Background: an optimization exercise with open tools, aiming at small area and a short achievable clock period. Do not read the settings as production practice. Only the layout flow was run in this run; the RTL was not checked for function there. Power and IR drop assume default switching activity.

<file path="flow/run.sh">
#!/bin/bash
# synth_recipe.tcl (not shown) runs the flow's synth.tcl, then flattens the netlist and writes it again
# the make line also repeats each setting of config.mk as NAME=value (left out here)
make -C /OpenROAD-flow-scripts/flow DESIGN_CONFIG=/design/flow/config.mk WORK_HOME=/design/flow/orfs CLKGATE_MAP_FILE= SYNTH_SCRIPT=/design/flow/synth_recipe.tcl finish
</file>
<file path="flow/config.mk">
export PLATFORM = sky130hd
export DESIGN_NAME = erx_dispatch
export DESIGN_NICKNAME = erx_dispatch
export VERILOG_FILES = /design/flow/design.v
export SDC_FILE = /design/flow/constraint.sdc
export NUM_CORES = 4
export LEC_CHECK = 0
export CAP_MARGIN = 20
export CORE_MARGIN = 2
export CORE_UTILIZATION = 40
export SLEW_MARGIN = 20
</file>
<file path="flow/constraint.sdc">
create_clock -name core_clock -period 5.5 [get_ports {clk}]
set_input_delay 1.1000 -clock core_clock [delete_from_list [all_inputs] [get_ports {clk}]]
set_output_delay 1.1000 -clock core_clock [all_outputs]
set_load 0.01 [all_outputs]
</file>
<file path="flow/design.v">
package erx_pkg;
    localparam int WRITE_BIT   = 0;
    localparam int DSTADDR_LSB = 8;
    localparam int DSTADDR_W   = 32;
    localparam int CHIPID_LSB  = 20;
    localparam int CHIPID_W    = 12;
    typedef enum logic [1:0] {
        CH_WRITE = 2'd0,
        CH_READ  = 2'd1,
        CH_RESP  = 2'd2
    } erx_type_e;
    function automatic int clog2(input int value);
        clog2 = 0;
        for (int i = 0; i < 31; i = i + 1) begin
            if ((1 << i) < value) clog2 = i + 1;
        end
    endfunction
endpackage
import erx_pkg::*;
module erx_chfifo
#(
    parameter int PW    = 104,
    parameter int DEPTH = 8
) (
    input  logic                           clk,
    input  logic                           nreset,
    input  logic                           push,
    input  logic [PW-1:0]                  din,
    input  logic                           pop,
    output logic [PW-1:0]                  dout,
    output logic                           empty,
    output logic                           full,
    output logic [$clog2(DEPTH):0]          count
);
    localparam int AW = $clog2(DEPTH);
    logic [PW-1:0] mem [DEPTH];
    logic [AW:0]   wr_ptr;
    logic [AW:0]   rd_ptr;
    logic          do_push;
    logic          do_pop;
    assign empty = (wr_ptr == rd_ptr);
    assign full  = (wr_ptr[AW] != rd_ptr[AW]) && (wr_ptr[AW-1:0] == rd_ptr[AW-1:0]);
    assign count = wr_ptr - rd_ptr;
    assign do_pop  = pop && !empty;
    assign do_push = push && (!full || do_pop);
    assign dout    = mem[rd_ptr[AW-1:0]];
    always_ff @(posedge clk) begin
        if (!nreset) begin
            wr_ptr <= '0;
            rd_ptr <= '0;
        end else begin
            if (do_push) wr_ptr <= wr_ptr + {{AW{1'b0}}, 1'b1};
            if (do_pop)  rd_ptr <= rd_ptr + {{AW{1'b0}}, 1'b1};
        end
    end
    always_ff @(posedge clk) begin
        if (do_push) mem[wr_ptr[AW-1:0]] <= din;
    end
endmodule
import erx_pkg::*;
module erx_dispatch
#(
    parameter int          PW     = 104,
    parameter int          NCH    = 3,
    parameter int          DEPTH  = 8,
    parameter int          MODE   = 0,
    parameter int          ASHIFT = 20,
    parameter logic [11:0] ID     = 12'h800,
    parameter int          AFULL  = 2,
    parameter int          TOW    = 12
) (
    input  logic                clk,
    input  logic                nreset,
    input  logic                rx_access,
    input  logic [PW-1:0]       rx_packet,
    output logic                rx_wait,
    output logic [NCH-1:0]      ch_access,
    output logic [NCH*PW-1:0]   ch_packet,
    input  logic [NCH-1:0]      ch_wait,
    output logic [NCH-1:0]      overflow,
    output logic [15:0]         drop_count,
    output logic [NCH-1:0]      timeout,
    input  logic                clear
);
    localparam int IW         = ($clog2(NCH) < 1) ? 1 : $clog2(NCH);
    localparam int AW         = $clog2(DEPTH);
    localparam int WAIT_LEVEL = DEPTH - AFULL;
    localparam logic [TOW-1:0] TO_MAX = {TOW{1'b1}};
    localparam logic [TOW-1:0] TO_ARM = {{(TOW-1){1'b1}}, 1'b0};
    logic [IW-1:0]  sel;
    logic           sel_ok;
    logic [NCH-1:0] ch_push;
    logic [NCH-1:0] ch_pop;
    logic [NCH-1:0] ch_full;
    logic [NCH-1:0] ch_empty;
    logic [AW:0]    ch_count [NCH];
    logic [NCH-1:0] near_full;
    logic [NCH-1:0] ovf_set;
    logic [NCH-1:0] to_set;
    logic           drop;
    always_comb begin
        sel    = '0;
        sel_ok = 1'b0;
        if (MODE == 0) begin
            sel_ok = 1'b1;
            if (rx_packet[WRITE_BIT])
                sel = IW'(CH_WRITE);
            else if (rx_packet[DSTADDR_LSB + CHIPID_LSB +: CHIPID_W] == ID)
                sel = IW'(CH_RESP);
            else
                sel = IW'(CH_READ);
        end else begin
            sel    = rx_packet[DSTADDR_LSB + ASHIFT +: IW];
            sel_ok = (int'(sel) < NCH);
        end
    end
    genvar k;
    for (k = 0; k < NCH; k++) begin : g_ch
        logic           push_ok;
        logic [AW:0]    cnt_next;
        logic           stall;
        logic [TOW-1:0] stall_cnt;
        assign ch_push[k]   = rx_access && sel_ok && (int'(sel) == k);
        assign ch_pop[k]    = !ch_empty[k] && !ch_wait[k];
        assign ch_access[k] = !ch_empty[k];
        erx_chfifo #(
            .PW    (PW),
            .DEPTH (DEPTH)
        ) u_fifo (
            .clk    (clk),
            .nreset (nreset),
            .push   (ch_push[k]),
            .din    (rx_packet),
            .pop    (ch_pop[k]),
            .dout   (ch_packet[k*PW +: PW]),
            .empty  (ch_empty[k]),
            .full   (ch_full[k]),
            .count  (ch_count[k])
        );
        assign push_ok      = ch_push[k] && (!ch_full[k] || ch_pop[k]);
        assign cnt_next     = ch_count[k] + {{AW{1'b0}}, push_ok} - {{AW{1'b0}}, ch_pop[k]};
        assign near_full[k] = (int'(cnt_next) >= WAIT_LEVEL);
        assign ovf_set[k]   = ch_push[k] && ch_full[k] && !ch_pop[k];
        assign stall     = !ch_empty[k] && ch_wait[k];
        assign to_set[k] = stall && (stall_cnt == TO_ARM);
        always_ff @(posedge clk) begin
            if (!nreset)
                stall_cnt <= '0;
            else if (!stall)
                stall_cnt <= '0;
            else if (stall_cnt != TO_MAX)
                stall_cnt <= stall_cnt + {{(TOW-1){1'b0}}, 1'b1};
        end
    end
    assign drop = (rx_access && !sel_ok) || (|ovf_set);
    always_ff @(posedge clk) begin
        if (!nreset) begin
            rx_wait    <= 1'b0;
            overflow   <= '0;
            timeout    <= '0;
            drop_count <= '0;
        end else begin
            rx_wait  <= |near_full;
            overflow <= (clear ? '0 : overflow) | ovf_set;
            timeout  <= (clear ? '0 : timeout) | to_set;
            if (drop)
                drop_count <= clear ? 16'd1 :
                              (drop_count == 16'hFFFF) ? drop_count : drop_count + 16'd1;
            else if (clear)
                drop_count <= '0;
        end
    end
endmodule
</file>
==> results.txt <==
final cells by class:
cell class              count  area, sq um
repair buffers            589         6430
well taps                3202         4010
clock inverters           117         1100
diodes                      4         10.0
inverters                  33          124
clock buffers             369         7790
multi-input cells        1352        20500
flip-flops and latches   2588        76800
fillers                 19561       127000
cell families (layout without fill, tap and decap cells):
group,after synthesis,count (layout),share of synthesized area [%]
flip-flops,2588,2588,78.4
multiplexers,943,943,18.0
AND/OR/NAND/NOR,249,249,1.28
buffers and inverters,224,1108,0.900
AO/OA/AOI/OAI,69,69,0.435
XOR/XNOR,57,57,0.517
adder cells (fa/ha/maj),34,34,0.503
other,0,4,0
sequential cells by signal, indices dropped and copies added, names as in the netlist, named ones only:
register and flops:
drop_count 16, g_ch.stall_cnt 36, g_ch.u_fifo.mem 2496, g_ch.u_fifo.rd_ptr 12, g_ch.u_fifo.wr_ptr 12, overflow 3
rx_wait 1, timeout 3
worst register-to-register path: stages, from the launching register on:
cell     delay (ns)
dfxtp_1        0.54
inv_1          0.13
ha_1           0.34
inv_1          0.11
or4b_2         0.16
nor2b_1        0.35
inv_1          0.15
fa_1           0.46
fa_1           0.50
ha_1           0.14
inv_1          0.05
fa_1           0.43
xnor2_1        0.20
xnor2_1        0.15
xnor2_1        0.15
a41oi_1        0.13
per-layer routing:
layer | wire length (um) | share of wire (%) | GRT usage, %
met2 | 113000 | 47 | 29.7
met3 | 14500 | 6.1 | 3.79
met5 | 92 | 0.039 | 0
met1 | 105000 | 44 | 27.4
met4 | 5710 | 2.4 | 5.25
how the worst min path moves through the flow:
| stage | depth (start not counted) | end | slack [ns] |
|---|---|---|---|
| 3_5_place_dp | 2 | timeout[1] | 0.44 |
| 5_1_grt | 2 | timeout[1] | 0.50 |
| 6_report | 2 | timeout[1] | 0.45 |
| 4_1_cts | 2 | timeout[1] | 0.46 |
| 2_1_floorplan | 1 | g_ch[1].stall_cnt[11] | 0.46 |
| 3_3_place_gp | 2 | timeout[1] | 0.45 |
placed cells by master (no fill, tap or decap), types with 13 or more instances in the layout:
cell | synthesis | routed
clkdlybuf4s50_1 | 0 | 448
edfxtp_1 | 2496 | 2496
bufinv_16 | 0 | 21
nand3_1 | 27 | 27
clkinv_2 | 0 | 23
inv_1 | 33 | 33
clkinv_1 | 0 | 58
o21ai_0 | 13 | 13
nor2_4 | 0 | 15
xnor2_1 | 34 | 34
nand2_1 | 43 | 43
mux2_2 | 312 | 312
buf_4 | 0 | 70
buf_12 | 0 | 71
nor2_1 | 75 | 60
dfxtp_1 | 92 | 83
clkbuf_1 | 120 | 64
nand4_1 | 25 | 25
clkbuf_16 | 0 | 299
ha_1 | 25 | 25
xor2_1 | 22 | 22
a21oi_1 | 27 | 27
mux4_2 | 624 | 624
through the flow:
stage	hold WS, ns	instance area (sq um)	utilization, %	instances	power [uW]
4_1_cts	0.463	117000	48.0	8250	44200
3_3_place_gp	0.449	108000	44.3	7763	25800
3_5_place_dp	0.444	108000	44.3	7764	25800
6_report	0.455	117000	48.0	8254	43600
5_1_grt	0.499	117000	48.0	8251	45100
2_1_floorplan	0.460	98100	-	4164	24100
power breakdown:
group	internal [uW]	leakage (uW)	total (uW)	switching, uW
Combinational	1720	0.00796	3450	1730
Sequential	21800	0.0233	21800	71.5
Clock	10900	0.00433	18300	7410
Total	34400	0.0355	43600	9210
==> summary.txt <==
Run status
  • Outcome: finished clean

Synth
  • Most frequent cell after synthesis: edfxtp_1
  • Seq/Total Area, Yosys: 78.4%
  • Largest cells by area after synthesis: edfxtp_1, mux4_2, mux2_2
  • Ys Warns: 3
  • Post-synth ARST share: 0%
  • Ys flop type: edfxtp_1
  • Synth unique cells: 52
  • Synth top area share: 76.5%
  • Post-synth EDFFs: 2496
  • Seq cells post-synth: roughly 2600
  • Synth Net Count: 4309
  • Gate Count Post-Synth: 4164
  • Synth top cells by count: edfxtp_1, mux4_2, mux2_2
  • Avg Cell Area, Syn: 23.5 sq um
  • Largest area contributor in the netlist: edfxtp_1
  • Post-Syn Area: 0.0980 sq mm

Timing
  • Max frequency: 206 MHz
  • Final WS setup: roughly 0.64 ns
  • Slew headroom: about 13%
  • Slew Viols, Final: 0
  • RSZ-0062 raised after global routing: no
  • Final Setup Violations: 0
  • Max Clock Skew: approximately 0.08 ns
  • Final period util: between 80 and 90%
  • Worst-margin pin slew: 1.31 ns
  • Final min period: 4.86 ns
  • Final Hold Fails: 0
  • Setup TNS: 0 ns

Global routing
  • Largest net degree at the start of global routing: 127
  • First-pass GRT wire length: ~340000 um
  • Initial antenna violation count: 16
  • Congestion Overflow GR: 0
  • GRT Total Usage: 19.0%
  • Vias in the first global route: 47367

Critical path
  • Crit path cell chain: buf_12, buf_12, mux4_2, mux2_2, clkdlybuf4s50_1
  • Worst R2R Setup Slack: 1.39 ns
  • Worst Setup EP: ch_packet[299]
  • Slowest-stage cell, CP: dfxtp_4
  • CP most frequent cell: buf_12
  • CP peak stage delay: between 0.7 and 0.8 ns
  • Reg2Reg Depth: 15
  • Worst reg2reg path startpoint: g_ch[2].u_fifo.wr_ptr[2]
  • CP required: 4.40 ns
  • Reg-to-Reg End: rx_wait
  • Cell family with most CP delay: buffers and inverters
  • Worst setup SP type: flip-flop
  • CP bufs+invs: 3
  • Crit path depth: 5
  • Worst Setup End Kind: output port
  • Setup CP Type: flip-flop to output port
  • WP data arrival: 3.76 ns
  • Crit-path max FO: 32

Floorplan
  • Core box area: 0.243 sq mm
  • Die area: between 0.2 and 0.25 sq mm
  • Ports: 449
  • Starting Density: 40.2%
  • Die Span X: approximately 500 um
  • Die Y-Extent: ~500 um
  • Row count: 181

Clock tree
  • Clk sinks: 2588
  • Resized Gates After CTS: 0
  • Post-CTS Hold Buffers: 0
  • Root buf cell: clkbuf_16
  • H-tree depth: 5
  • Clk latency of the worst-skew pair: about 0.95 ns
  • CTS Buf Count: 293
  • Clock buffer depth: 4
  • Clock transition at path regs: 0.06 ns
  • Setup bufs post-CTS: 0
  • CTS tree: built

Routing
  • Final wirelength: approximately 240000 um
  • Post-route DRC: 0
  • Vias per cell: 5.49
  • Total number of vias: 45280
  • Antenna-violating nets left: 0
  • Drt wl/cell: 28.9 um
  • Detailed Routing Iterations Pass 1: 5
  • Iter 0 DRT Violations: 4162

Job
  • Max-cap violations: 0

Layout
  • Area grow syn2layout: 19.2%
  • Layout Nets: 5002
  • Layout cells sized above 1: 29.4%

Power
  • Pleak: 0.0355 uW
  • PD cells: between 300 and 400 mW/mm^2
  • Max VDD drop: 0.000267 V

Hold path
  • Worst hold path type: flip-flop to flip-flop
  • Worst hold start: timeout[1]

Placed design
  • Hpwl dp: 137000 um
  • GP Congestion: approximately 0.77
  • Pre-CTS WS: 0.627 ns
  • Port Buffers: about 450

## separate check: timing with driven ports
The flow's constraints put no driver on any port. The routed layout listed below was extracted and timed again, unchanged, in two steps. Step 1 (the two cells are an assumption about what drives the block):
set clk [get_ports {clk}]
set_driving_cell -lib_cell sky130_fd_sc_hd__clkbuf_16 $clk
set_driving_cell -lib_cell sky130_fd_sc_hd__buf_2 [delete_from_list [all_inputs] $clk]
Step 2 adds t to the input delays and takes it off the output delays; t is the mean of the earliest and latest rising clock arrival at the registers after step 1. Input paths then give back, and output paths get back, about the clock's delay inside the block. Slacks: ideal / step 1 / step 2; pairs: ideal / step 1.
t, ns: 0.996
slack for setup (ns): 0.635 / 0.549 / 0.593
worst setup path at the end: input to register
clock arrival spread, ns: 0.080 / 0.081
After both steps this run still meets setup and hold. The setup slack of this run moves by -0.086 ns with the drivers and by -0.042 ns with both steps.
